Source: an optimization exercise on an open RTL-to-GDS flow (aim: small area, a short achievable clock period and few clock cycles per item). Production flows keep margins and buffers that such runs may drop. Function was checked by simulation only, so behaviour that the tests miss may differ from the original.

--- design.v ---
package alu_arb_pkg;
    localparam logic [3:0] OP_ADD  = 4'h0;
    localparam logic [3:0] OP_SUB  = 4'h1;
    localparam logic [3:0] OP_MUL  = 4'h2;
    localparam logic [3:0] OP_UDIV = 4'h3;
    localparam logic [3:0] OP_SHL  = 4'h4;
    localparam logic [3:0] OP_SHR  = 4'h5;
    localparam logic [3:0] OP_ROTL = 4'h6;
    localparam logic [3:0] OP_ROTR = 4'h7;
    localparam logic [3:0] OP_AND  = 4'h8;
    localparam logic [3:0] OP_OR   = 4'h9;
    localparam logic [3:0] OP_NOR  = 4'hA;
    localparam logic [3:0] OP_NAND = 4'hB;
    localparam logic [3:0] OP_XOR  = 4'hC;
    localparam logic [3:0] OP_XNOR = 4'hD;
    localparam logic [3:0] OP_GT   = 4'hE;
    localparam logic [3:0] OP_EQ   = 4'hF;
    localparam logic [63:0] DIV0_RESULT = '1;
    typedef enum logic [1:0] {
        ST_IDLE = 2'd0,
        ST_EXEC = 2'd1,
        ST_RESP = 2'd2
    } arb_state_t;
endpackage
module alu_arb_core
#(
    parameter int unsigned WORDSIZE      = 32,
    parameter int unsigned SEL_LINE_SIZE = 4
) (
    input  logic [WORDSIZE-1:0]      a,
    input  logic [WORDSIZE-1:0]      b,
    input  logic [SEL_LINE_SIZE-1:0] sel,
    output logic [WORDSIZE-1:0]      result,
    output logic                     carry
);
    localparam int unsigned W  = WORDSIZE;
    localparam int unsigned N  = W;
    localparam int unsigned LN = $clog2(N);
    function automatic logic [N:0] bk_add(input logic [N-1:0] x, input logic [N-1:0] y,
                                          input logic c);
        logic [N-1:0] p, g, gg, pp;
        p     = x ^ y;
        g     = x & y;
        g[0]  = g[0] | (p[0] & c);
        gg    = g;
        pp    = p;
        for (int l = 0; l < LN; l++)
            for (int i = 0; i < N; i++)
                if ((i % (2 << l)) == ((2 << l) - 1)) begin
                    gg[i] = gg[i] | (pp[i] & gg[i - (1 << l)]);
                    pp[i] = pp[i] & pp[i - (1 << l)];
                end
        for (int d = LN - 1; d >= 0; d--)
            for (int i = 0; i < N; i++)
                if (i >= 3 * (1 << d) - 1 && ((i - (3 * (1 << d) - 1)) % (2 << d)) == 0) begin
                    gg[i] = gg[i] | (pp[i] & gg[i - (1 << d)]);
                    pp[i] = pp[i] & pp[i - (1 << d)];
                end
        bk_add = {gg[N-1], p ^ {gg[N-2:0], c}};
    endfunction
    logic         sub, co, eq, gt;
    logic [W-1:0] sum, x, lg, sh;
    logic         d0, d1, d3;
    assign sub = (sel != alu_arb_pkg::OP_ADD);
    assign {co, sum} = bk_add(a, b ^ {W{sub}}, sub);
    assign x  = a ^ b;
    assign eq = (x == '0);
    assign gt = co & ~eq;
    always_comb begin
        case (sel[2:0])
            3'd0:    {d0, d1, d3} = 3'b001;   
            3'd1:    {d0, d1, d3} = 3'b011;   
            3'd2:    {d0, d1, d3} = 3'b100;   
            3'd3:    {d0, d1, d3} = 3'b110;   
            3'd4:    {d0, d1, d3} = 3'b010;   
            3'd5:    {d0, d1, d3} = 3'b101;   
            default: {d0, d1, d3} = 3'b000;   
        endcase
    end
    for (genvar i = 0; i < W; i++) begin : g_bit
        assign lg[i] = x[i] ? d1 : (a[i] ? d3 : d0);
    end
    assign sh = sel[0] ? {sel[1] & a[0], a[W-1:1]} : {a[W-2:0], sel[1] & a[W-1]};
    always_comb begin
        if (sel[3]) begin
            result    = lg;
            result[0] = lg[0] | (sel[2] & sel[1] & (sel[0] ? eq : gt));
        end else if (sel[2]) begin
            result = sh;
        end else begin
            result = sum;
        end
        carry = !sel[3] && !sel[2] && !sel[1] && (co ^ sel[0]);
    end
endmodule
module alu_arb_long
#(
    parameter int unsigned W = 32,
    parameter int unsigned K = 4
) (
    input  logic         clk,
    input  logic         ld,
    input  logic         div,     
    input  logic [W-1:0] a,
    input  logic [W-1:0] b,
    output logic [W-1:0] res,
    output logic         done
);
    localparam int unsigned NN = W / 4;           
    localparam int unsigned JW = $clog2(NN);      
    localparam int unsigned CW = $clog2(W / K);
    localparam int unsigned N  = W + 1;
    localparam int unsigned LN = $clog2(N);
    function automatic logic [N:0] bk_add(input logic [N-1:0] x, input logic [N-1:0] y,
                                          input logic c);
        logic [N-1:0] p, g, gg, pp;
        p     = x ^ y;
        g     = x & y;
        g[0]  = g[0] | (p[0] & c);
        gg    = g;
        pp    = p;
        for (int l = 0; l < LN; l++)
            for (int i = 0; i < N; i++)
                if ((i % (2 << l)) == ((2 << l) - 1)) begin
                    gg[i] = gg[i] | (pp[i] & gg[i - (1 << l)]);
                    pp[i] = pp[i] & pp[i - (1 << l)];
                end
        for (int d = LN - 1; d >= 0; d--)
            for (int i = 0; i < N; i++)
                if (i >= 3 * (1 << d) - 1 && ((i - (3 * (1 << d) - 1)) % (2 << d)) == 0) begin
                    gg[i] = gg[i] | (pp[i] & gg[i - (1 << d)]);
                    pp[i] = pp[i] & pp[i - (1 << d)];
                end
        bk_add = {gg[N-1], p ^ {gg[N-2:0], c}};
    endfunction
    logic          div_q;
    logic [W-1:0]  x_q, q_q, r_q;
    logic [CW-1:0] cnt_q;
    function automatic logic [JW:0] lzn(input logic [W-1:0] v);
        logic stop;
        lzn  = '0;
        stop = 1'b0;
        for (int i = NN - 1; i >= 0; i--) begin
            if (!stop && v[4*i +: 4] == 4'd0) lzn = lzn + 1'b1;
            else stop = 1'b1;
        end
    endfunction
    logic [JW:0]   na, nb;
    logic [JW-1:0] j;
    logic [W-1:0]  src;
    logic [2*W-1:0] sh;
    always_comb begin
        na = lzn(a);
        nb = lzn(b);
        if (div) begin
            if (nb == (JW+1)'(NN))   j = '0;
            else if (na >= nb)       j = JW'(NN - 1);
            else if (nb - na >= (JW+1)'(NN - 1)) j = '0;
            else                     j = JW'((JW+1)'(NN - 1) - nb + na);
        end else begin
            j = (nb >= (JW+1)'(NN - 1)) ? JW'(NN - 1) : JW'(nb);
        end
        src = div ? a : b;
        sh  = {{W{1'b0}}, src} << {j, 2'b00};
    end
    logic          dv, skip;
    logic [W-1:0]  x_i;
    logic [W-1:0]  r_s [K+1];
    logic [W-1:0]  q_s [K+1];
    assign dv     = ld ? div : div_q;
    assign x_i    = ld ? (div ? ~b : a) : x_q;
    assign r_s[0] = ld ? '0  : r_q;
    assign q_s[0] = ld ? src : q_q;
    assign skip   = (j > JW'(K / 4));
    for (genvar s = 0; s < K; s++) begin : g_step
        logic [W:0] t, bb, sm;
        logic       co;
        assign t  = {r_s[s], dv & q_s[s][W-1]};
        assign bb = {dv, (dv | q_s[s][W-1]) ? x_i : {W{1'b0}}};
        assign {co, sm} = bk_add(t, bb, dv);
        assign r_s[s+1] = (dv && !co) ? t[W-1:0] : sm[W-1:0];
        assign q_s[s+1] = {q_s[s][W-2:0], dv & co};
    end
    always_ff @(posedge clk) begin
        if (ld && skip) begin
            r_q <= sh[2*W-1:W];
            q_q <= sh[W-1:0];
        end else if (ld || cnt_q != '0) begin
            r_q <= r_s[K];
            q_q <= q_s[K];
        end
        if (ld) begin
            div_q <= div;
            x_q   <= x_i;
            cnt_q <= skip ? CW'(W / K) - CW'(j) : CW'((W / K) - 1);
        end else if (cnt_q != '0) begin
            cnt_q <= cnt_q - 1'b1;
        end
    end
    assign done = (cnt_q == '0);
    assign res  = div_q ? q_q : r_q;
endmodule
module alu_arb_ctl
#(
    parameter int unsigned NR    = 4,
    parameter int unsigned SW    = 4,
    parameter int unsigned IDX_W = 2
) (
    input  logic [NR-1:0]    rdy_q,
    input  logic [NR-1:0]    lng_q,
    input  logic [NR-1:0]    valid_q,   
    input  logic             s_v,
    input  logic [SW-1:0]    s_sel,
    input  logic             k_v,
    input  logic             u_occ,
    input  logic             u_done,
    input  logic [IDX_W-1:0] u_own,
    output logic [1:0]       hold,      
    output logic [1:0]       k_v_n,
    output logic [1:0]       u_occ_n,
    output logic [1:0]       r_take,    
    output logic [2*NR-1:0]  lng_n,     
    output logic [8*NR-1:0]  rdy_n,
    output logic             u_ld
);
    logic s_long, s_simple, ud;
    logic [NR-1:0] own_u;
    always_comb begin
        s_long   = s_v && ((s_sel == alu_arb_pkg::OP_MUL) || (s_sel == alu_arb_pkg::OP_UDIV));
        s_simple = s_v && !s_long;
        ud       = u_occ && u_done;
        u_ld     = s_long && !u_occ;
        own_u    = '0;
        own_u[u_own] = 1'b1;
        for (int l = 0; l < 2; l++) begin
            logic k_to_r, u_to_r, s_to_r, s_to_k;
            k_to_r     = l[0] && k_v;
            u_to_r     = l[0] && !k_v && ud;
            s_to_r     = l[0] && !k_v && !ud && s_simple;
            s_to_k     = s_simple && !s_to_r && (l[0] || !k_v);
            hold[l]    = (s_simple && !l[0] && k_v) || (s_long && u_occ);
            k_v_n[l]   = s_to_k || (k_v && !k_to_r);
            u_occ_n[l] = u_ld || (u_occ && !u_to_r);
            r_take[l]  = k_to_r || u_to_r || s_to_r;
            lng_n[l*NR +: NR] = lng_q & ~(u_to_r ? own_u : '0);
        end
    end
    function automatic logic [NR-1:0] pick(input logic [NR-1:0] elig);
        logic [NR-1:0]    pref;
        logic             got;
        logic [IDX_W-1:0] cur, j;
        cur = '0;
        for (int unsigned i = 0; i < NR; i++) if (rdy_q[i]) cur = IDX_W'(i);
        pref = elig & valid_q;
        if (pref == '0) pref = elig;
        pick = '0;
        got  = 1'b0;
        for (int unsigned k = 1; k <= NR; k++) begin
            j = cur + IDX_W'(k);
            if (!got && pref[j]) begin
                got     = 1'b1;
                pick[j] = 1'b1;
            end
        end
    endfunction
    always_comb begin
        for (int c = 0; c < 8; c++) begin
            logic          l, a, t, sv, nl;
            logic [NR-1:0] lg, elig;
            l  = c[2];
            a  = c[1] && !hold[l];
            t  = c[0];
            sv = hold[l] || a;
            nl = hold[l] ? s_long : t;
            lg = lng_n[l*NR +: NR] | ((a && t) ? rdy_q : '0);
            elig = ~lg;
            if (sv && !nl && k_v_n[l]) elig = '0;
            if (sv && nl && u_occ_n[l]) elig = '0;
            rdy_n[c*NR +: NR] = pick(elig);
        end
    end
endmodule
module alu_arbiter
#(
    parameter int unsigned WORDSIZE      = 32,
    parameter int unsigned SEL_LINE_SIZE = 4,
    parameter int unsigned NUM_REQ       = 4
) (
    input  logic                              clk,
    input  logic                              rst_n,
    input  logic [NUM_REQ-1:0]                req_valid,
    output logic [NUM_REQ-1:0]                req_ready,
    input  logic [NUM_REQ*WORDSIZE-1:0]       req_a,
    input  logic [NUM_REQ*WORDSIZE-1:0]       req_b,
    input  logic [NUM_REQ*SEL_LINE_SIZE-1:0]  req_sel,
    output logic [NUM_REQ-1:0]                rsp_valid,
    input  logic [NUM_REQ-1:0]                rsp_ready,
    output logic [WORDSIZE-1:0]               rsp_result,
    output logic                              rsp_carry,
    output logic                              busy
);
    localparam int unsigned W     = WORDSIZE;
    localparam int unsigned SW    = SEL_LINE_SIZE;
    localparam int unsigned NR    = NUM_REQ;
    localparam int unsigned IDX_W = (NR > 1) ? $clog2(NR) : 1;
    logic [NR-1:0]    rdy_q;      
    logic [NR-1:0]    lng_q;      
    logic             busy_q;
    logic [NR-1:0]    valid_q;    
    logic [W-1:0]     s_a, s_b;   
    logic [SW-1:0]    s_sel;
    logic [IDX_W-1:0] s_own;
    logic             s_v;
    logic [W-1:0]     r_res;      
    logic             r_c;
    logic [NR-1:0]    r_vld;
    logic [W-1:0]     k_res;      
    logic             k_c;
    logic [IDX_W-1:0] k_own;
    logic             k_v;
    logic             u_occ;      
    logic [IDX_W-1:0] u_own;
    logic [W-1:0]     in_a, in_b;
    logic [SW-1:0]    in_sel;
    logic [IDX_W-1:0] in_own;
    always_comb begin
        in_a   = '0;
        in_b   = '0;
        in_sel = '0;
        in_own = '0;
        for (int unsigned i = 0; i < NR; i++) begin
            if (rdy_q[i]) begin
                in_a   = in_a   | req_a[i*W +: W];
                in_b   = in_b   | req_b[i*W +: W];
                in_sel = in_sel | req_sel[i*SW +: SW];
                in_own = in_own | IDX_W'(i);
            end
        end
    end
    logic [W-1:0] alu_res, u_res;
    logic         alu_c, u_done;
    alu_arb_core #(.WORDSIZE(W), .SEL_LINE_SIZE(SW)) u_core (
        .a(s_a), .b(s_b), .sel(s_sel), .result(alu_res), .carry(alu_c)
    );
    logic u_ld;
    alu_arb_long #(.W(W), .K(4)) u_long (
        .clk(clk), .ld(u_ld), .div(s_sel == alu_arb_pkg::OP_UDIV), .a(s_a), .b(s_b),
        .res(u_res), .done(u_done)
    );
    logic [1:0]    hold, k_v_t, u_occ_t, r_take;
    logic [2*NR-1:0] lng_t;
    logic [8*NR-1:0] rdy_t;
    alu_arb_ctl #(.NR(NR), .SW(SW), .IDX_W(IDX_W)) u_ctl (
        .rdy_q(rdy_q), .lng_q(lng_q), .valid_q(valid_q), .s_v(s_v), .s_sel(s_sel),
        .k_v(k_v), .u_occ(u_occ), .u_done(u_done), .u_own(u_own),
        .hold(hold), .k_v_n(k_v_t), .u_occ_n(u_occ_t), .r_take(r_take), .lng_n(lng_t),
        .rdy_n(rdy_t), .u_ld(u_ld)
    );
    logic L, A, T;
    logic [NR-1:0] long_i;
    always_comb begin
        for (int unsigned i = 0; i < NR; i++)
            long_i[i] = (req_sel[i*SW +: SW] == alu_arb_pkg::OP_MUL) ||
                        (req_sel[i*SW +: SW] == alu_arb_pkg::OP_UDIV);
        L = !(|(r_vld & ~rsp_ready));
        A = |(req_valid & rdy_q);
        T = |(long_i & rdy_q);
    end
    logic          s_v_n, k_v_n, u_occ_n;
    logic [NR-1:0] r_vld_n, lng_n;
    logic [IDX_W-1:0] r_own_src;
    logic [NR-1:0]    r_own_oh;
    always_comb begin
        r_own_src = k_v ? k_own : ((u_occ && u_done) ? u_own : s_own);
        r_own_oh  = '0;
        r_own_oh[r_own_src] = 1'b1;
        s_v_n   = L ? (hold[1] || A) : (hold[0] || A);
        k_v_n   = L ? k_v_t[1] : k_v_t[0];
        u_occ_n = L ? u_occ_t[1] : u_occ_t[0];
        r_vld_n = L ? (r_take[1] ? r_own_oh : '0) : r_vld;
        lng_n   = (L ? lng_t[NR +: NR] : lng_t[0 +: NR]) | ((A && T) ? rdy_q : '0);
    end
    always_ff @(posedge clk) begin
        if (!rst_n) begin
            rdy_q   <= NR'(1);
            valid_q <= '0;
            lng_q   <= '0;
            busy_q  <= 1'b0;
            s_v     <= 1'b0;
            k_v     <= 1'b0;
            r_vld   <= '0;
            u_occ   <= 1'b0;
        end else begin
            rdy_q   <= rdy_t[{L, A, T}*NR +: NR];
            valid_q <= req_valid;
            lng_q   <= lng_n;
            busy_q  <= s_v_n || k_v_n || (|r_vld_n) || u_occ_n;
            s_v     <= s_v_n;
            k_v     <= k_v_n;
            r_vld   <= r_vld_n;
            u_occ   <= u_occ_n;
        end
    end
    always_ff @(posedge clk) begin
        if (|rdy_q) begin
            s_a   <= in_a;
            s_b   <= in_b;
            s_sel <= in_sel;
            s_own <= in_own;
        end
        if (!k_v || L) begin
            k_res <= alu_res;
            k_c   <= alu_c;
            k_own <= s_own;
        end
        if (L) begin
            if (k_v) begin
                r_res <= k_res;
                r_c   <= k_c;
            end else if (u_occ && u_done) begin
                r_res <= u_res;
                r_c   <= 1'b0;
            end else begin
                r_res <= alu_res;
                r_c   <= alu_c;
            end
        end
        if (u_ld) u_own <= s_own;
    end
    assign req_ready  = rdy_q;
    assign rsp_valid  = r_vld;
    assign rsp_result = r_res;
    assign rsp_carry  = r_c;
    assign busy       = busy_q;
endmodule
--- run.sh ---
#!/bin/bash
# synth_recipe.tcl (not shown) runs the flow's synth.tcl, then flattens the netlist and writes it again
# the make line also repeats each setting of config.mk as NAME=value (left out here)
make -C /OpenROAD-flow-scripts/flow DESIGN_CONFIG=/design/flow/config.mk WORK_HOME=/design/flow/orfs CLKGATE_MAP_FILE= SYNTH_SCRIPT=/design/flow/synth_recipe.tcl finish
--- config.mk ---
export PLATFORM = sky130hd
export DESIGN_NAME = alu_arbiter
export DESIGN_NICKNAME = alu_arbiter
export VERILOG_FILES = /design/flow/design.v
export SDC_FILE = /design/flow/constraint.sdc
export NUM_CORES = 4
export LEC_CHECK = 0
export CAP_MARGIN = 20
export CORE_MARGIN = 2
export CORE_UTILIZATION = 40
export SLEW_MARGIN = 20
--- constraint.sdc ---
create_clock -name core_clock -period 70.0 [get_ports {clk}]
set_input_delay 14.0000 -clock core_clock [delete_from_list [all_inputs] [get_ports {clk}]]
set_output_delay 14.0000 -clock core_clock [all_outputs]
set_load 0.01 [all_outputs]
==> impl_metrics.toml, run 1 <==
[sta]
fin_tns_setup_ns = 0
setup_ws_ns = 52.83
slew_viol_final = 0
tightest_slew_ns = 1.065
max_freq_mhz = 58.24
clock_skew_ns = 0.01442
rsz0062_at_grt = "no"
maxSlewHeadroom_pct = 28.23
setup-violations-final = 0
min_period_over_period_pct = 24.53
period_needed_ns = 17.17
finalHoldViolCount = 0

[worst_setup_path]
arrival_ns = 17.50
cp-end-kind = "register"
cp_common_cell = "o21ai_0"
worstPathRequired_ns = 70.33
worstSetupStartpointType = "register"
cpPeakStageDelay_ns = 0.85
critPathKind = "reg2reg"
crit_fanout = 57
cp_slowest_cell = "a2111oi_0"

[global_routing]
track_usage_pct = 27.89
antenna_found_initial = 2
grt_pass1_vias = 26223
gr-total-overflow = 0
grt_max_degree = 82
grt_pass1_wl_mm = 161.8

[clocking]
holdBufCountCts = 0
cts_resized = 0
h-tree-depth = 1
cts.clk_slew.worst_paths_ns = 0.07
postCtsSetupRepairBufs = 0
ctsRootBufferMaster = "clkbuf_16"
insertion_delay_ns = 0.59
cts_made_buffers = 30
cts_tree = "built"
cts_max_path_buffers = 3
cts.sinks = 260

[die]
die_x_um = 271.9
num_rows = 98
die-area_um2 = 73950
ios = 324
initial_core_util_pct = 40.31
die_h_um = 271.9
core_um2 = 71240

[placement]
dpl_worst_slack_ns = 53.15
io_buffers = 323
hpwl_mm = 80.66
gp_congestion = 0.9525

[logic_synthesis]
synth_area_leaders = "edfxtp_1, ha_1, mux2i_1"
synth_fp_nets = 3968
synthArstFlopShare_pct = 0
synth.ff_latch_count = 260
synth.top_cell.area_share_pct = 24.99
synth_flop_cell = "edfxtp_1"
netlist.top_cell.by_area = "edfxtp_1"
syn-instance-count = 3425
synth_cell_type_count = 89
seq_area_frac_synth_pct = 26.46
synth_edf_count = 239
syn_area_um2 = 28720
yosysWarnings = 6
synth.avg_cell_area_um2 = 8.384

[run]
cap_viol_max_count = 0

[route]
drtPass1Iterations = 9
vias_per_cell = 6.084
wl_met2_mm = 49.85
drt-total-wl_mm = 106.7
wirelength_met1_mm = 45.85
dr_wl_met3_mm = 7.672
top_layer = "met5"
vias = 27640
wl_per_cell_um = 23.48
antenna_left = 0
dr.first_iter.drc_count = 3006
drc = 0

[cells_and_area]
fin_nets = 4113
diodes = 0
drive_gt1_share_pct = 6.179
syn2layout_area_growth_pct = 17.15

[min_path]
hold_path.class = "reg2reg"

[run_status]
status = "no timing/DRC/antenna violations"
[registers in the layout, summed over array words and instances (netlist names), 2 cells and up]
register / count
s_own: 2
s_b: 32
u_long.q_q: 32
r_res: 32
rdy_q: 4
valid_q: 4
s_a: 32
u_long.x_q: 32
k_res: 32
lng_q: 4
r_vld: 4
u_long.cnt_q: 3
s_sel: 4
k_own: 2
u_long.r_q: 32
u_own: 2
[through the flow]
stage               utilization, %  hold slack, ns  cells  instance area, µm²
detailed placement           45.71          0.4892   4488               32570
global route                 47.22          0.4976   4543               33640
finish                       47.22          0.4901   4543               33640
CTS                          47.22          0.4882   4543               33640
global placement             45.71          0.4740   4488               32570
floorplan                        -          0.4449   3425               28720
[area by class of cell]
| class | count | area, µm² |
|---|---|---|
| Tap cell | 950 | 1189 |
| Clock buffer | 37 | 798.3 |
| Multi-Input combinational cell | 2724 | 19440 |
| Timing Repair Buffer | 384 | 3691 |
| Sequential cell | 260 | 7605 |
| Fill cell | 7011 | 37600 |
| Clock inverter | 18 | 275.3 |
| Inverter | 170 | 640.6 |
[cells in the final DEF (no fill, tap or decap), drive strengths merged, types with 70 or more instances in the layout]
cell type / count
edfxtp: 239
a22oi: 155
ha: 177
clkdlybuf4s50: 323
nand2: 339
mux2i: 191
o21ai: 165
fa: 84
inv: 171
nor3: 71
nor2: 359
a21o: 70
a31oi: 75
xor2: 75
xnor2: 75
a21oi: 225
[critical path: cells and delay by family (launching register included)]
family	cells	cell delay, ns
flops	1	0.62
compound gates	22	6.71
mux	3	1.15
fa+ha+maj	5	2.03
simple gates	15	4.33
buf+inv	5	2.03
[kinds of logic after synthesis]
kind of cell,after synthesis,synth area share (%)
simple gates,1046,16.61
compound gates,1011,23.42
buf+inv,441,6.013
fa+ha+maj,261,13.57
flops,260,26.46
mux,256,9.351
xor+xnor,150,4.575
[cell usage after synthesis, drive strengths merged (17+ instances only)]
| master | instances |
|---|---|
| edfxtp | 239 |
| a21oi | 225 |
| nand4 | 24 |
| nor3 | 71 |
| mux2 | 62 |
| and2 | 52 |
| ha | 177 |
| nand2 | 339 |
| nor4 | 24 |
| fa | 84 |
| a21o | 70 |
| o32ai | 36 |
| clkbuf | 213 |
| nand3 | 35 |
| mux2i | 191 |
| o22ai | 29 |
| a31oi | 75 |
| nand2b | 28 |
| o211ai | 42 |
| buf | 58 |
| a211oi | 46 |
| xnor2 | 75 |
| inv | 170 |
| nor2 | 359 |
| o21ai | 165 |
| dfxtp | 21 |
| xor2 | 75 |
| nor2b | 21 |
| o21a | 27 |
| a22oi | 155 |
| and3 | 23 |
| o31ai | 17 |
[routing by layer]
| layer | vias to the layer above | track usage (%) |
|---|---|---|
| li1 | 12887 | - |
| met1 | 13396 | 38.07 |
| met2 | 1183 | 46.17 |
| met3 | 172 | 3.703 |
| met4 | 2 | 7.837 |
| met5 | - | 0.4493 |
[path summary, 6_finish.rpt]
path | slack, ns | start | to | cells past startpoint
worst min-delay path | 0.49 | s_own[1] | u_own[1] | 0
worst min register to register | 0.49 | s_own[1] | u_own[1] | 0
worst max register to register | 52.83 | s_v | u_long.r_q[0] | 50
worst max-delay path | 52.83 | s_v | u_long.r_q[0] | 50
Testbench counts, summed over its fixed seeds: cycles 2,667, items 2,048.
==> inputs of run 2 (changes only) <==
--- a/config.mk
+++ b/config.mk
@@ -11 +11,2 @@
 export SLEW_MARGIN = 20
+export SYNTH_HIERARCHICAL = 1
==> run 2 against run 1 <==
  * Final cell count is 4.8% higher
  * Count of clock-buffer cells in the layout fell by 5
  * Non-clock buffer count grew 23
  * Via count grew 5.7%
  * Critical endpoint is now u_long.r_q[20]
==> impl_metrics.toml, run 2 <==
[run_status]
status = "no timing/DRC/antenna violations"

[worst_setup_path]
critPathKind = "reg2reg"
worstPathRequired_ns = 70.35
cp_slowest_cell = "and2_1"
crit_fanout = 74
cp-end-kind = "register"
cpPeakStageDelay_ns = 0.92
worstSetupStartpointType = "register"
arrival_ns = 17.14
cp_common_cell = "buf_4"

[cells_and_area]
layout.area.seq_um2 = 7606
fin_nets = 4320
diodes = 0
final_cell_mix = "nand2_1, nor2_1, clkdlybuf4s50_1"
fillers = 7303
layout_commonest_cell = "nand2_1"
multi_input_area_um2 = 21060
drive_gt1_share_pct = 8.463
syn2layout_area_growth_pct = 16.42

[global_routing]
grt_pass1_vias = 27283
antenna_found_initial = 2
track_usage_pct = 27.73
grt_max_degree = 76
gr-total-overflow = 0
grt_pass1_wl_mm = 169.3

[clocking]
cts_made_buffers = 30
ctsRootBufferMaster = "clkbuf_16"
insertion_delay_ns = 0.60
h-tree-depth = 1
cts_tree = "built"
cts_max_path_buffers = 3
cts.clk_slew.worst_paths_ns = 0.06
cts_resized = 0
cts.sinks = 260
postCtsSetupRepairBufs = 0
holdBufCountCts = 0

[sta]
maxSlewHeadroom_pct = 26.47
setup_ws_ns = 53.22
period_needed_ns = 16.78
min_period_over_period_pct = 23.98
rsz0062_at_grt = "no"
max_freq_mhz = 59.58
tightest_slew_ns = 1.103
clock_skew_ns = 0.01759
fin_tns_setup_ns = 0
setup-violations-final = 0
slew_viol_final = 0
finalHoldViolCount = 0

[logic_synthesis]
synth_fp_nets = 4129
syn_area_um2 = 30340
syn-instance-count = 3585
yosysWarnings = 12
synth.avg_cell_area_um2 = 8.462

[die]
die-area_um2 = 78060
initial_core_util_pct = 40.55
ios = 324
core_um2 = 74820
die_h_um = 279.4
num_rows = 100
die_x_um = 279.4

[route]
drt-total-wl_mm = 112.0
drc = 0
vias_per_cell = 6.134
antenna_left = 0
dr.first_iter.drc_count = 3048
wl_per_cell_um = 23.52
vias = 29210
drtPass1Iterations = 6

[placement]
gp_congestion = 0.9924
hpwl_mm = 84.93
io_buffers = 323
dpl_worst_slack_ns = 53.54

[min_path]
hold_path.class = "reg2reg"

[run]
cap_viol_max_count = 0
==> run 2: final timing paths <==
path	startpoint	endpoint	slack [ns]	cells after the start
setup / recovery	s_sel[3]	u_long.r_q[20]	53.22	50
hold / removal	s_own[1]	u_own[1]	0.50	0
setup reg to reg	s_sel[3]	u_long.r_q[20]	53.22	50
hold reg to reg	s_own[1]	u_own[1]	0.50	0
==> run 2: layer usage <==
metal / vias to the layer above / track usage, % / wire length [µm]
met1: 14017 / 38.28 / 47310
met5: - / 0 / 0
met4: 0 / 7.665 / 3600
li1: 13675 / - / -
met3: 196 / 2.711 / 7785
met2: 1322 / 46.23 / 53330
==> run 2: final cells by class <==
type                       instances  share of cell area [%]
clock buffer                      32                   2.207
clock inverter                    17                  0.4606
inverter                         167                   1.782
multi-input combinational       2910                   59.64
sequential                       260                   21.54
tap                              969                   3.433
timing repair buffer             407                   10.94
==> run 2: stage by stage <==
stage	cell area, µm²	std cells	hold WS [ns]	utilization [%]
after global routing	35320	4762	0.5291	47.20
after CTS	35320	4762	0.5038	47.20
after floorplan	30340	3585	0.4381	-
after detailed placement	34380	4713	0.4896	45.94
after global placement	34380	4713	0.4807	45.94
final	35320	4762	0.5009	47.20
==> run 2: worst max-delay path: cells and delay by family (launching register included) <==
family / cells / cell delay (ns)
AOI/OAI and AO/OA: 21 / 7.09
xor gates and xnor gates: 1 / 0.17
adders and majority gates: 5 / 1.59
buffers and inverters: 8 / 2.82
DFF: 1 / 0.36
muxes: 1 / 0.46
and+or+nand+nor: 14 / 3.98
==> inputs of run 3 (changes only) <==
--- a/design.v
+++ b/design.v
@@ -110,3 +110,3 @@
     localparam int unsigned JW = $clog2(NN);      
-    localparam int unsigned CW = $clog2(W / K);
+    localparam int unsigned CW = $clog2(W / K + 1);
     localparam int unsigned N  = W + 1;
@@ -149,7 +149,9 @@
     logic [JW-1:0] j;
-    logic [W-1:0]  src;
+    logic          swap;
+    logic [W-1:0]  src, x_ld;
     logic [2*W-1:0] sh;
     always_comb begin
-        na = lzn(a);
-        nb = lzn(b);
+        na   = lzn(a);
+        nb   = lzn(b);
+        swap = !div && (na > nb);
         if (div) begin
@@ -159,2 +161,4 @@
             else                     j = JW'((JW+1)'(NN - 1) - nb + na);
+        end else if (swap) begin
+            j = (na >= (JW+1)'(NN - 1)) ? JW'(NN - 1) : JW'(na);
         end else begin
@@ -162,14 +166,10 @@
         end
-        src = div ? a : b;
-        sh  = {{W{1'b0}}, src} << {j, 2'b00};
+        src  = (div || swap) ? a : b;
+        x_ld = div ? ~b : (swap ? b : a);
+        sh   = {{W{1'b0}}, src} << {j, 2'b00};
     end
-    logic          dv, skip;
-    logic [W-1:0]  x_i;
     logic [W-1:0]  r_s [K+1];
     logic [W-1:0]  q_s [K+1];
-    assign dv     = ld ? div : div_q;
-    assign x_i    = ld ? (div ? ~b : a) : x_q;
-    assign r_s[0] = ld ? '0  : r_q;
-    assign q_s[0] = ld ? src : q_q;
-    assign skip   = (j > JW'(K / 4));
+    assign r_s[0] = r_q;
+    assign q_s[0] = q_q;
     for (genvar s = 0; s < K; s++) begin : g_step
@@ -177,21 +177,18 @@
         logic       co;
-        assign t  = {r_s[s], dv & q_s[s][W-1]};
-        assign bb = {dv, (dv | q_s[s][W-1]) ? x_i : {W{1'b0}}};
-        assign {co, sm} = bk_add(t, bb, dv);
-        assign r_s[s+1] = (dv && !co) ? t[W-1:0] : sm[W-1:0];
-        assign q_s[s+1] = {q_s[s][W-2:0], dv & co};
+        assign t  = {r_s[s], div_q & q_s[s][W-1]};
+        assign bb = {div_q, (div_q | q_s[s][W-1]) ? x_q : {W{1'b0}}};
+        assign {co, sm} = bk_add(t, bb, div_q);
+        assign r_s[s+1] = (div_q && !co) ? t[W-1:0] : sm[W-1:0];
+        assign q_s[s+1] = {q_s[s][W-2:0], div_q & co};
     end
     always_ff @(posedge clk) begin
-        if (ld && skip) begin
-            r_q <= sh[2*W-1:W];
-            q_q <= sh[W-1:0];
-        end else if (ld || cnt_q != '0) begin
-            r_q <= r_s[K];
-            q_q <= q_s[K];
-        end
         if (ld) begin
+            r_q   <= sh[2*W-1:W];
+            q_q   <= sh[W-1:0];
+            x_q   <= x_ld;
             div_q <= div;
-            x_q   <= x_i;
-            cnt_q <= skip ? CW'(W / K) - CW'(j) : CW'((W / K) - 1);
+            cnt_q <= CW'(W / K) - CW'(j);
         end else if (cnt_q != '0) begin
+            r_q   <= r_s[K];
+            q_q   <= q_s[K];
             cnt_q <= cnt_q - 1'b1;
@@ -265,16 +262,14 @@
     endfunction
+    logic [NR-1:0] pk [4];
     always_comb begin
+        for (int c = 0; c < 4; c++)      
+            pk[c] = pick(~(lng_n[c[1]*NR +: NR] | (c[0] ? rdy_q : '0)));
         for (int c = 0; c < 8; c++) begin
-            logic          l, a, t, sv, nl;
-            logic [NR-1:0] lg, elig;
-            l  = c[2];
-            a  = c[1] && !hold[l];
-            t  = c[0];
-            sv = hold[l] || a;
-            nl = hold[l] ? s_long : t;
-            lg = lng_n[l*NR +: NR] | ((a && t) ? rdy_q : '0);
-            elig = ~lg;
-            if (sv && !nl && k_v_n[l]) elig = '0;
-            if (sv && nl && u_occ_n[l]) elig = '0;
-            rdy_n[c*NR +: NR] = pick(elig);
+            logic l, a, t, blk;
+            l   = c[2];
+            a   = c[1] && !hold[l];
+            t   = c[0];
+            if (hold[l]) blk = s_long ? u_occ_n[l] : k_v_n[l];
+            else         blk = a && (t ? u_occ_n[l] : k_v_n[l]);
+            rdy_n[c*NR +: NR] = blk ? '0 : pk[{l, a && t}];
         end
--- a/config.mk
+++ b/config.mk
@@ -7,2 +7,3 @@
 export LEC_CHECK = 0
+export ABC_AREA = 1
 export CAP_MARGIN = 20
@@ -11,2 +12 @@
 export SLEW_MARGIN = 20
-export SYNTH_HIERARCHICAL = 1
==> run 3 against run 2 <==
  * Still clean
  * Flip-flop and latch count rose by 1
  * Critical path depth decreased by 49
  * Worst setup slack better by 1.0 ns
  * Area after synthesis decreased by 10%
  * Routed wire length decreased by 9.7%
  * Global-route usage up 0.59 points
  * Via count down 5.8%
  * Clock skew increased by 0.014 ns
==> impl_metrics.toml, run 3 <==
[run]
cap_viol_max_count = 0

[sta]
slew_viol_final = 0
rsz0062_at_grt = "no"
finalHoldViolCount = 0
clock_skew_ns = 0.03172
period_needed_ns = 15.75
max_freq_mhz = 63.50
holdWs_ns = 0.4850
fin_tns_setup_ns = 0
min_period_over_period_pct = 22.50
tightest_slew_ns = 1.170
setup-violations-final = 0
maxSlewHeadroom_pct = 21.81

[cells_and_area]
fin_nets = 4561
layout.area.seq_um2 = 7642
drive_gt1_share_pct = 4.729
layout_commonest_cell = "nand2_1"
diodes = 0
fillers = 6830
multi_input_area_um2 = 17230
final_cell_mix = "nand2_1, inv_1, nand3_1"
syn2layout_area_growth_pct = 17.81

[min_path]
min_path_cells = 0
hold_path.class = "reg2reg"
hp-start = "s_own[1]"
hold_end = "u_own[1]"

[route]
vias_per_cell = 5.601
dr.first_iter.drc_count = 2894
drc = 0
drtPass1Iterations = 8
drt-total-wl_mm = 101.1
vias = 27511
wl_per_cell_um = 20.58
antenna_left = 0

[die]
initial_core_util_pct = 40.51
ios = 324
core_um2 = 67280
num_rows = 95
die-area_um2 = 70240
die_h_um = 265.0
die_x_um = 265.0

[worst_setup_path]
cp_num_buf_inv = 1
cp-end-kind = "primary output"
cpPeakStageDelay_ns = 0.61
regToRegStartpoint = "u_long.div_q"
cp_cell_sequence = "clkdlybuf4s50_1"
critPathKind = "reg2out"
r2r_end = "u_long.r_q[28]"
crit_fanout = 1
cp_slowest_cell = "clkdlybuf4s50_1"
path_delay_family = "buffers and inverters"
rr_worst_depth = 69
arrival_ns = 1.75
worstSetupStartpointType = "register"
worstPathRequired_ns = 56.00
regToRegSetupSlack_ns = 56.16

[placement]
gp_congestion = 0.9668
hpwl_mm = 79.06
io_buffers = 323

[logic_synthesis]
yosysWarnings = 7
synth_cell_type_count = 63
seq_area_frac_synth_pct = 28.02
syn_area_um2 = 27260
yosys-top-cells-count = "nand2_1, inv_1, nand3_1, nor2_1, edfxtp_1"
synthArstFlopShare_pct = 0
synth_edf_count = 241
syn-instance-count = 3817
synth.avg_cell_area_um2 = 7.141
netlist.top_cell.by_area = "edfxtp_1"
synth.top_cell.area_share_pct = 26.55
synth_area_leaders = "edfxtp_1, nand2_1, ha_1"
yosysMostFrequentCell = "nand2_1"
synth.ff_latch_count = 261
synth_flop_cell = "edfxtp_1"
synth_fp_nets = 4363

[global_routing]
grt_pass1_wl_mm = 153.7
gr-total-overflow = 0
grt_max_degree = 73
grt_pass1_vias = 25802
antenna_found_initial = 1
track_usage_pct = 28.32

[clocking]
ctsRootBufferMaster = "clkbuf_16"
cts_tree = "built"
cts_resized = 0
cts_max_path_buffers = 3
h-tree-depth = 1
postCtsSetupRepairBufs = 0
cts.sinks = 261
cts_made_buffers = 30
cts.clk_slew.worst_paths_ns = 0.06
insertion_delay_ns = 0.62
holdBufCountCts = 0

[run_status]
status = "no timing/DRC/antenna violations"
-- run 3: worst max-delay path by stage --
stage | startpoint | end | slack (ns) | cells after the start
floorplan | rsp_ready[0] | k_c | 52.55 | 4
global placement | rsp_ready[0] | k_res[14] | 53.26 | 6
detailed placement | rsp_ready[0] | k_res[14] | 53.27 | 6
CTS | rsp_ready[0] | k_c | 53.89 | 6
global route | req_sel[2] | rdy_q[2] | 54.21 | 11
finish | r_res[8] | rsp_result[8] | 54.25 | 1
-- run 3: cells by family (layout without fill, tap and decap cells) --
logic type                 after synthesis  in the layout  synth area share (%)
buffers and inverters                  609            831                 9.016
xor gates and xnor gates               114            114                 3.663
DFF                                    261            261                 28.02
adders and majority gates              264            264                 14.46
AOI/OAI and AO/OA                      580            580                 13.11
and+or+nand+nor                       1989           1989                 31.73
-- run 3: metrics by stage --
stage / instance area (µm²) / utilization, % / cells / worst slack (ns)
after global routing: 32110 / 47.73 / 4912 / 54.21
after CTS: 32060 / 47.66 / 4910 / 53.89
after detailed placement: 31010 / 46.09 / 4854 / 53.27
after global placement: 31010 / 46.09 / 4854 / 53.26
after floorplan: 27260 / - / 3817 / 52.55
final: 32110 / 47.73 / 4912 / 54.25
-- run 3: routing by layer --
layer  global-route usage (%)  wire (µm)  vias up
met4                    11.21       4502        2
li1                         -          -    13304
met5                        0         16        -
met2                    46.65      46590     1187
met1                    37.80      42240    12833
met3                    3.638       7759      185
-- run 3: cell type report --
type	count	share of cell area (%)
flip-flops and latches	261	23.80
multi-input cells	2947	53.65
well taps	873	3.402
clock buffers	32	2.361
repair buffers	358	10.99
clock inverters	24	0.9196
inverters	417	4.882
Testbench counts of run 3, summed over its fixed seeds: cycles 2,683, items 2,048.
==> inputs of run 4 (changes only) <==
==> flow/run.sh (new file) <==
#!/bin/bash
# Layout flow: the standard layout (standard.sh), with the port buffers
# that global placement inserts made sky130_fd_sc_hd__buf_1 instead of the
# cell the resizer picks by default. Everything else is the standard flow.
set -euo pipefail
export BUFFER_PORTS_ARGS="-buffer_cell sky130_fd_sc_hd__buf_1"
bash standard.sh > standard.log 2>&1
==> standard.sh (new file) <==
#!/bin/bash
# synth_recipe.tcl (not shown) runs the flow's synth.tcl, then flattens the netlist and writes it again
# the make line also repeats each setting of config.mk as NAME=value (left out here)
make -C /OpenROAD-flow-scripts/flow DESIGN_CONFIG=/design/flow/config.mk WORK_HOME=/design/flow/orfs CLKGATE_MAP_FILE= SYNTH_SCRIPT=/design/flow/synth_recipe.tcl "${@:-finish}"
removed: run.sh
==> run 4 against run 3 <==
  * Worst hold slack gained 0.014 ns
  * Area after synthesis unchanged
  * Register-to-register slack lost 0.72 ns
  * Fmax up 0.30%
  * Worst setup slack gained 0.047 ns
  * Utilization shrank 3.1 points
  * Clock skew decreased by 0.011 ns
  * Count of clock-buffer cells in the layout is 3 higher
  * Flip-flop and latch count did not move
  * Largest cell class unchanged
  * Highest routed layer unchanged
==> impl_metrics.toml, run 4 <==
[run_status]
status = "no timing/DRC/antenna violations"

[logic_synthesis]
synth_flop_cell = "edfxtp_1"
synth.top_cell.area_share_pct = 26.55
yosys-top-cells-count = "nand2_1, inv_1, nand3_1, nor2_1, edfxtp_1"
synth_fp_nets = 4363
synth.ff_latch_count = 261
synth_cell_type_count = 63
synth_area_leaders = "edfxtp_1, nand2_1, ha_1"
yosysWarnings = 7
synth_edf_count = 241
seq_area_frac_synth_pct = 28.02
synthArstFlopShare_pct = 0
netlist.top_cell.by_area = "edfxtp_1"
yosysMostFrequentCell = "nand2_1"
syn_area_um2 = 27260
synth.avg_cell_area_um2 = 7.141
syn-instance-count = 3817

[die]
die_x_um = 265.0
die_h_um = 265.0
num_rows = 95
die-area_um2 = 70240
core_um2 = 67280
ios = 324
initial_core_util_pct = 40.51

[worst_setup_path]
worstSetupStartpointType = "register"
cp_slowest_cell = "buf_4"
r2r_end = "u_long.r_q[22]"
arrival_ns = 1.70
regToRegStartpoint = "u_long.div_q"
cpPeakStageDelay_ns = 0.58
critPathKind = "reg2out"
cp_cell_sequence = "buf_4 > buf_1"
regToRegSetupSlack_ns = 55.44
cp-end-kind = "primary output"
worstPathRequired_ns = 56.00
cp-startpoint = "rdy_q[0]"
crit_fanout = 74
rr_worst_depth = 63

[sta]
clock_skew_ns = 0.02121
finalHoldViolCount = 0
setup_ws_ns = 54.30
tightest_slew_ns = 1.080
fin_tns_setup_ns = 0
slew_viol_final = 0
setup-violations-final = 0
max_freq_mhz = 63.68
rsz0062_at_grt = "no"
maxSlewHeadroom_pct = 27.91
min_period_over_period_pct = 22.43
period_needed_ns = 15.70

[route]
dr.first_iter.drc_count = 2808
antenna_left = 0
drc = 0
drtPass1Iterations = 8
drt-total-wl_mm = 98.49
wl_per_cell_um = 20.06
vias_per_cell = 5.599
vias = 27484

[clocking]
cts_made_buffers = 30
cts.clk_slew.worst_paths_ns = 0.07
cts_tree = "built"
insertion_delay_ns = 0.61
cts_max_path_buffers = 3
holdBufCountCts = 0
h-tree-depth = 1
ctsRootBufferMaster = "clkbuf_16"
cts.sinks = 261
postCtsSetupRepairBufs = 0
cts_resized = 0

[placement]
post_dp_cell_area_um2 = 28970
hpwl_mm = 76.46
dp_cells = 4851
dpl_worst_slack_ns = 53.66
gp_congestion = 0.9590
io_buffers = 323

[cells_and_area]
layout_commonest_cell = "nand2_1"
final_cell_mix = "nand2_1, inv_1, nand3_1"
finalNonFillerCells = 4909
syn2layout_area_growth_pct = 10.06
fin_nets = 4558
final_cell_area_um2 = 30000
diodes = 0
drive_gt1_share_pct = 4.509

[min_path]
hold_end = "u_own[1]"
min_path_cells = 0
hold_path.class = "reg2reg"
hp-start = "s_own[1]"

[global_routing]
track_usage_pct = 27.69
grt_pass1_vias = 25772
antenna_found_initial = 1
grt_max_degree = 75
grt_pass1_wl_mm = 151.2
gr-total-overflow = 0

[run]
cap_viol_max_count = 0
[run 4: cell counts after synthesis]
No cell type changed its count.
[run 4: layer usage]
layer  routed length (µm)  vias up  share of wire, %  track usage, %
met5                   13        -             0.013               0
met3                 7126      200               7.2           3.129
li1                     -    13298                 -               -
met1                41050    12816                42           36.57
met2                45130     1168                46           45.56
met4                 5170        2               5.2           12.78
[run 4: cells by family (layout without fill, tap and decap cells)]
kind of cell	after synthesis	count (layout)	share of synthesized area (%)
compound gates	580	580	13.11
xor+xnor	114	114	3.663
fa+ha+maj	264	264	14.46
buf+inv	609	828	9.016
flops	261	261	28.02
simple gates	1989	1989	31.73
[run 4: worst max-delay path by stage]
stage | end | slack [ns] | cells past startpoint
finish | req_ready[0] | 54.30 | 2
global route | u_long.r_q[6] | 54.14 | 61
CTS | req_ready[0] | 54.25 | 2
detailed placement | k_res[14] | 53.66 | 6
global placement | busy_q | 53.65 | 8
floorplan | k_c | 52.55 | 4
[run 4: worst max-delay path, delay by kind of cell, from the launching register on]
| family | cells | cell delay [ns] |
|---|---|---|
| buffers and inverters | 2 | 0.79 |
| flip-flops | 1 | 0.31 |
[run 4: area by class of cell]
cell class	count	area [µm²]
Fill cell	7084	37280
Timing Repair Buffer	355	1493
Clock inverter	21	202.7
Tap cell	873	1092
Sequential cell	261	7642
Clock buffer	35	769.5
Inverter	417	1568
Multi-Input combinational cell	2947	17230
[run 4: stage by stage]
step           utilization (%)  hold WS, ns
2_1_floorplan                -       0.4454
3_3_place_gp             43.06       0.4741
3_5_place_dp             43.06       0.4800
4_1_cts                  44.51       0.4920
5_1_grt                  44.59       0.5165
6_report                 44.59       0.4985
==> inputs of run 5 (changes only) <==
--- a/design.v
+++ b/design.v
@@ -183,7 +183,10 @@
     end
+    logic run, keep;
+    assign run  = !ld && (cnt_q != '0);
+    assign keep = !ld && (cnt_q == '0);
     always_ff @(posedge clk) begin
+        r_q <= (sh[2*W-1:W] & {W{ld}}) | (r_s[K] & {W{run}}) | (r_q & {W{keep}});
+        q_q <= (sh[W-1:0]   & {W{ld}}) | (q_s[K] & {W{run}}) | (q_q & {W{keep}});
+        x_q <= (x_ld & {W{ld}}) | (x_q & {W{!ld}});
         if (ld) begin
-            r_q   <= sh[2*W-1:W];
-            q_q   <= sh[W-1:0];
-            x_q   <= x_ld;
             div_q <= div;
@@ -191,4 +194,2 @@
         end else if (cnt_q != '0) begin
-            r_q   <= r_s[K];
-            q_q   <= q_s[K];
             cnt_q <= cnt_q - 1'b1;
@@ -304,2 +305,3 @@
     logic [NR-1:0]    valid_q;    
+    logic [NR-1:0]    msel_q;     
     logic [W-1:0]     s_a, s_b;   
@@ -326,3 +328,3 @@
         for (int unsigned i = 0; i < NR; i++) begin
-            if (rdy_q[i]) begin
+            if (msel_q[i]) begin
                 in_a   = in_a   | req_a[i*W +: W];
@@ -380,2 +382,3 @@
             rdy_q   <= NR'(1);
+            msel_q  <= NR'(1);
             valid_q <= '0;
@@ -389,2 +392,3 @@
             rdy_q   <= rdy_t[{L, A, T}*NR +: NR];
+            if (|rdy_t[{L, A, T}*NR +: NR]) msel_q <= rdy_t[{L, A, T}*NR +: NR];
             valid_q <= req_valid;
@@ -398,26 +402,21 @@
     end
+    logic s_keep;
+    assign s_keep = ~(|rdy_q);
     always_ff @(posedge clk) begin
-        if (|rdy_q) begin
-            s_a   <= in_a;
-            s_b   <= in_b;
-            s_sel <= in_sel;
-            s_own <= in_own;
-        end
-        if (!k_v || L) begin
-            k_res <= alu_res;
-            k_c   <= alu_c;
-            k_own <= s_own;
-        end
-        if (L) begin
-            if (k_v) begin
-                r_res <= k_res;
-                r_c   <= k_c;
-            end else if (u_occ && u_done) begin
-                r_res <= u_res;
-                r_c   <= 1'b0;
-            end else begin
-                r_res <= alu_res;
-                r_c   <= alu_c;
-            end
-        end
+        s_a   <= (in_a   & {W{!s_keep}})     | (s_a   & {W{s_keep}});
+        s_b   <= (in_b   & {W{!s_keep}})     | (s_b   & {W{s_keep}});
+        s_sel <= (in_sel & {SW{!s_keep}})    | (s_sel & {SW{s_keep}});
+        s_own <= (in_own & {IDX_W{!s_keep}}) | (s_own & {IDX_W{s_keep}});
+    end
+    logic k_keep, r_k, r_u, r_a;
+    assign k_keep = k_v && !L;
+    assign r_k = L && k_v;
+    assign r_u = L && !k_v && u_occ && u_done;
+    assign r_a = L && !k_v && !(u_occ && u_done);
+    always_ff @(posedge clk) begin
+        k_res <= (alu_res & {W{!k_keep}}) | (k_res & {W{k_keep}});
+        k_c   <= (alu_c && !k_keep) || (k_c && k_keep);
+        k_own <= (s_own & {IDX_W{!k_keep}}) | (k_own & {IDX_W{k_keep}});
+        r_res <= (k_res & {W{r_k}}) | (u_res & {W{r_u}}) | (alu_res & {W{r_a}}) | (r_res & {W{!L}});
+        r_c   <= (k_c && r_k) || (alu_c && r_a) || (r_c && !L);
         if (u_ld) u_own <= s_own;
==> run 5 against run 4 <==
  * Still clean on timing, DRC and antenna
  * Via count up 1.3%
  * First-iteration DRC count down 1.4%
  * Routed wire length up 2.0%
  * Fmax down 0.58%
  * Count of clock-buffer cells in the layout up 9
  * Die area down 2.5%
  * Area after synthesis down 2.5%
  * Clock skew up 0.0067 ns
  * Global-route usage up 0.76 points
  * Worst setup slack worse by 0.092 ns
  * Worst hold slack worse by 0.039 ns
  * Critical path type is now in2reg
  * Critical endpoint is now busy_q
  * Highest routed layer unchanged
==> impl_metrics.toml, run 5 <==
[logic_synthesis]
yosys-top-cells-count = "nand2_1, inv_1, nor2_1, nand3_1, o21ai_0"
yosysWarnings = 7
yosysMostFrequentCell = "nand2_1"
synth.ff_latch_count = 265
synth_area_leaders = "nand2_1, edfxtp_1, dfxtp_1"
synth_fp_nets = 4432
synthArstFlopShare_pct = 0
syn_area_um2 = 26580
synth_cell_type_count = 67
synth_flop_cell = "edfxtp_1"
synth.top_cell.area_share_pct = 17.03
synth.avg_cell_area_um2 = 6.839
netlist.top_cell.by_area = "nand2_1"
seq_area_frac_synth_pct = 25.38
syn-instance-count = 3886
synth_edf_count = 144

[route]
antenna_left = 0
drt-total-wl_mm = 100.5
vias_per_cell = 5.594
vias = 27843
drc = 0
wl_per_cell_um = 20.19
dr.first_iter.drc_count = 2770
drtPass1Iterations = 6

[sta]
rsz0062_at_grt = "no"
setup-violations-final = 0
finalHoldViolCount = 0
holdWs_ns = 0.4591
max_freq_mhz = 63.31
slew_viol_final = 0
clock_skew_ns = 0.02791
min_period_over_period_pct = 22.56
period_needed_ns = 15.79
maxSlewHeadroom_pct = 29.64
fin_tns_setup_ns = 0
setup_ws_ns = 54.21
tightest_slew_ns = 1.055

[placement]
hpwl_mm = 78.66
gp_congestion = 0.9704
dpl_worst_slack_ns = 53.61
dp_cells = 4913
io_buffers = 323

[die]
ios = 324
initial_core_util_pct = 40.42
num_rows = 94
core_um2 = 65750
die_x_um = 261.8
die-area_um2 = 68520
die_h_um = 261.8

[worst_setup_path]
crit_fanout = 41
worstPathRequired_ns = 70.46
worstSetupStartpointType = "input pin"
arrival_ns = 16.25
critPathKind = "in2reg"
cp-end-kind = "register"

[clocking]
cts.clk_slew.worst_paths_ns = 0.06
cts.sinks = 265
postCtsSetupRepairBufs = 0
ctsRootBufferMaster = "clkbuf_16"
insertion_delay_ns = 0.58
holdBufCountCts = 0
cts_max_path_buffers = 3
cts_tree = "built"
cts_resized = 0
cts_made_buffers = 35
h-tree-depth = 2

[run]
cap_viol_max_count = 0

[global_routing]
grt_max_degree = 71
track_usage_pct = 28.45
antenna_found_initial = 3
grt_pass1_vias = 25332
grt_pass1_wl_mm = 149.5
gr-total-overflow = 0

[cells_and_area]
layout_commonest_cell = "nand2_1"
diodes = 0
syn2layout_area_growth_pct = 11.11
finalNonFillerCells = 4977
final_cell_mix = "nand2_1, inv_1, buf_1"
fin_nets = 4632
drive_gt1_share_pct = 4.863

[run_status]
status = "no timing/DRC/antenna violations"

[min_path]
hold_path.class = "reg2reg"
## run 5: worst paths after layout
| check | slack (ns) | depth (start not counted) | from | end |
|---|---|---|---|---|
| setup / recovery | 54.21 | 12 | rsp_ready[0] | busy_q |
| hold / removal | 0.46 | 2 | register | r_c |
| setup reg to reg | 54.53 | 71 | u_long.div_q | u_long.r_q[4] |
| hold reg to reg | 0.46 | 2 | register | r_c |
## run 5: through the flow
stage | area (µm²) | utilization [%]
2_1_floorplan | 26580 | -
3_3_place_gp | 28350 | 43.12
3_5_place_dp | 28350 | 43.12
4_1_cts | 29530 | 44.91
5_1_grt | 29530 | 44.91
6_report | 29530 | 44.91
## run 5: final cells by class
| cell class | instances | area, µm² |
|---|---|---|
| fillers | 6831 | 36220 |
| well taps | 864 | 1081 |
| multi-input cells | 3002 | 17430 |
| repair buffers | 363 | 1513 |
| flip-flops and latches | 265 | 6751 |
| inverters | 419 | 1577 |
| clock buffers | 44 | 909.6 |
| clock inverters | 20 | 271.5 |
## run 5: routing by layer
metal / GRT usage (%) / share of wire, %
met5: 0 / 0.011
met4: 12.42 / 4.6
met3: 3.472 / 7.6
met2: 46.66 / 46
met1: 37.69 / 42
## run 5: logic make-up after synthesis
| family | synth area share (%) |
|---|---|
| xor+xnor | 3.747 |
| flops | 25.38 |
| buf+inv | 9.265 |
| mux | 0.2260 |
| fa+ha+maj | 14.83 |
| simple gates | 31.69 |
| compound gates | 14.85 |
## run 5: critical path, stage by stage
cell and delay [ns]:
buf_1 0.07, o22ai_1 0.08, nor2_1 0.54, inv_1 0.13, buf_4 0.31, nor2_2 0.13
buf_4 0.36, a21oi_1 0.08, inv_1 0.09, o2111ai_1 0.13, o41ai_1 0.27, inv_1 0.06
Testbench counts of run 5, summed over its fixed seeds: cycles 2,683, items 2,048.
==> inputs of run 6 (changes only) <==
--- a/config.mk
+++ b/config.mk
@@ -10,3 +10,3 @@
 export CORE_MARGIN = 2
-export CORE_UTILIZATION = 40
+export CORE_UTILIZATION = 60
 export SLEW_MARGIN = 20
==> run 6 against run 5 <==
  * Still clean on timing, DRC and antenna
  * Final cell count fell by 5.7%
  * Design area decreased by 1.6%
  * Largest cell class unchanged
  * Highest routed layer is now met4
==> impl_metrics.toml, run 6 <==
[logic_synthesis]
muxShareOfSynthArea_pct = 0.2260
yosysMostFrequentCell = "nand2_1"
synth.ff_latch_count = 265
seq_area_frac_synth_pct = 25.38
synth_edf_count = 144
synthXorXnorAreaFrac_pct = 3.747
yosysWarnings = 7
synth.avg_cell_area_um2 = 6.839
synthArstFlopShare_pct = 0
yosys.area_share.adder_pct = 14.83
synth_flop_cell = "edfxtp_1"
yosys-top-cells-count = "nand2_1, inv_1, nor2_1, nand3_1, o21ai_0"
synth_fp_nets = 4432
synth_area_leaders = "nand2_1, edfxtp_1, dfxtp_1"
synth-simple-area-share_pct = 31.69
synth_compound_area_share_pct = 14.85
syn-instance-count = 3886
synth_top_family_by_area = "simple AND/OR/NAND/NOR gates"
syn_area_um2 = 26580
netlist.top_cell.by_area = "nand2_1"
synth.top_cell.area_share_pct = 17.03
synth_cell_type_count = 67

[worst_setup_path]
cp_cell_sequence = "buf_1 > o22ai_1 > nor2_1 > inv_1 > buf_4 > nand2_1 > buf_4"
cp_slowest_cell = "nor2_1"
arrival_ns = 15.95
cpPeakStageDelay_ns = 0.51
worstSetupStartpointType = "input pin"
cp-end-kind = "register"
critPathKind = "in2reg"
path_delay_family = "buffers and inverters"
crit_fanout = 41
cp_num_buf_inv = 4
cp_common_cell = "buf_4"
worstPathRequired_ns = 70.22

[die]
ios = 324
die_x_um = 214.5
die-area_um2 = 45990
core_um2 = 43930
initial_core_util_pct = 60.49
num_rows = 77
die_h_um = 214.5

[clocking]
cts.clk_slew.worst_paths_ns = 0.06
insertion_delay_ns = 0.58
cts_made_buffers = 29
cts_tree = "built"
h-tree-depth = 1
cts.sinks = 265
ctsRootBufferMaster = "clkbuf_16"
cts_max_path_buffers = 3
cts_resized = 0
postCtsSetupRepairBufs = 0
holdBufCountCts = 0

[cells_and_area]
final_cell_mix = "nand2_1, inv_1, buf_1"
syn2layout_area_growth_pct = 9.289
layout_commonest_cell = "nand2_1"
fin_nets = 4624
diodes = 0
drive_gt1_share_pct = 4.779

[route]
antenna_left = 0
dr.first_iter.drc_count = 3494
drc = 0
drtPass1Iterations = 6
drt-total-wl_mm = 95.27
wl_per_cell_um = 20.30
vias_per_cell = 6.041
vias = 28351

[sta]
slew_viol_final = 0
setup_ws_ns = 54.27
finalHoldViolCount = 0
min_period_over_period_pct = 22.47
tightest_slew_ns = 1.127
rsz0062_at_grt = "no"
setup-violations-final = 0
max_freq_mhz = 63.58
maxSlewHeadroom_pct = 24.70
holdWs_ns = 0.4677
fin_tns_setup_ns = 0
clock_skew_ns = 0.02138
period_needed_ns = 15.73

[global_routing]
grt_pass1_wl_mm = 146.8
gr-total-overflow = 0
track_usage_pct = 40.42
antenna_found_initial = 2
grt_max_degree = 71
grt_pass1_vias = 25922

[run_status]
status = "no timing/DRC/antenna violations"

[placement]
hpwl_mm = 74.68
dpl_worst_slack_ns = 53.75
io_buffers = 323
gp_congestion = 1.014

[min_path]
hold_path.class = "reg2reg"

[run]
cap_viol_max_count = 0
[run 6: cell counts after synthesis]
Identical to the previous run, type by type.
[run 6: cells by family (layout without fill, tap and decap cells)]
logic type / after synthesis / after routing
DFF: 265 / 265
buffers and inverters: 619 / 834
and+or+nand+nor: 1992 / 1992
adders and majority gates: 264 / 264
muxes: 6 / 6
AOI/OAI and AO/OA: 628 / 628
xor gates and xnor gates: 112 / 112
[run 6: worst reg2reg max path, delay by kind of cell, from the launching register on]
| family | cells | cell delay [ns] |
|---|---|---|
| AOI/OAI and AO/OA | 20 | 5.05 |
| adders and majority gates | 5 | 2.11 |
| and+or+nand+nor | 35 | 3.59 |
| DFF | 1 | 0.33 |
| buffers and inverters | 14 | 3.66 |
[run 6: through the flow]
stage / area, µm² / util (%) / cells
5_1_grt: 29050 / 66.11 / 4693
2_1_floorplan: 26580 / - / 3886
4_1_cts: 29000 / 66.02 / 4691
3_5_place_dp: 27980 / 63.70 / 4637
3_3_place_gp: 27980 / 63.70 / 4637
6_report: 29050 / 66.11 / 4693
[run 6: path summary, 6_finish.rpt]
check,start,to,slack (ns),cells past startpoint
setup reg to reg,u_long.div_q,u_long.r_q[16],55.12,74
setup / recovery,rsp_ready[0],register,54.27,7
hold / removal,register,r_res[28],0.47,2
hold reg to reg,register,r_res[28],0.47,2
[run 6: area by class of cell]
cell class / count / area, µm²
Multi-Input combinational cell: 3002 / 17430
Fill cell: 4185 / 14890
Sequential cell: 265 / 6751
Inverter: 419 / 1577
Timing Repair Buffer: 361 / 1525
Clock buffer: 33 / 782.0
Tap cell: 592 / 740.7
Clock inverter: 21 / 237.7
[run 6: per-layer routing]
layer	vias to the layer above	GRT usage (%)	wire length, µm
met1	13058	55.88	38580
li1	13409	-	-
met2	1631	63.77	42040
met5	-	0	0
met4	0	18.06	4922
met3	253	4.879	9734

## separate check: timing with driven ports
How much do the figures lean on ideal ports? The routed layouts below were timed once more, with nothing changed but the port constraints.
Step 1: set_driving_cell puts a clkbuf_16 on clk and a buf_2 on each other input, an assumption about the parent block.
Step 2 also shifts input and output timing later by t, the mid clock arrival at the registers, as if the neighbouring blocks saw the same clock.
a / b / c = no drivers / after step 1 / after step 2; a / b = the first two.
run | t, ns | setup WS [ns] | pins driven straight from the clock port
run 1 | 0.648 | 52.828 / 52.828 / 52.828 | 1
run 2 | 0.651 | 53.217 / 53.217 / 53.217 | 1
run 3 | 0.673 | 54.251 / 54.186 / 53.684 | 1
run 4 | 0.661 | 54.297 / 54.235 / 54.054 | 1
run 5 | 0.623 | 54.205 / 54.240 / 53.617 | 1
run 6 | 0.624 | 54.272 / 54.304 / 53.680 | 1
After both steps setup and hold are still met in every run listed. For run 6, which loses most, drivers alone change the setup slack by +0.032 ns; drivers and shift together by -0.592 ns.
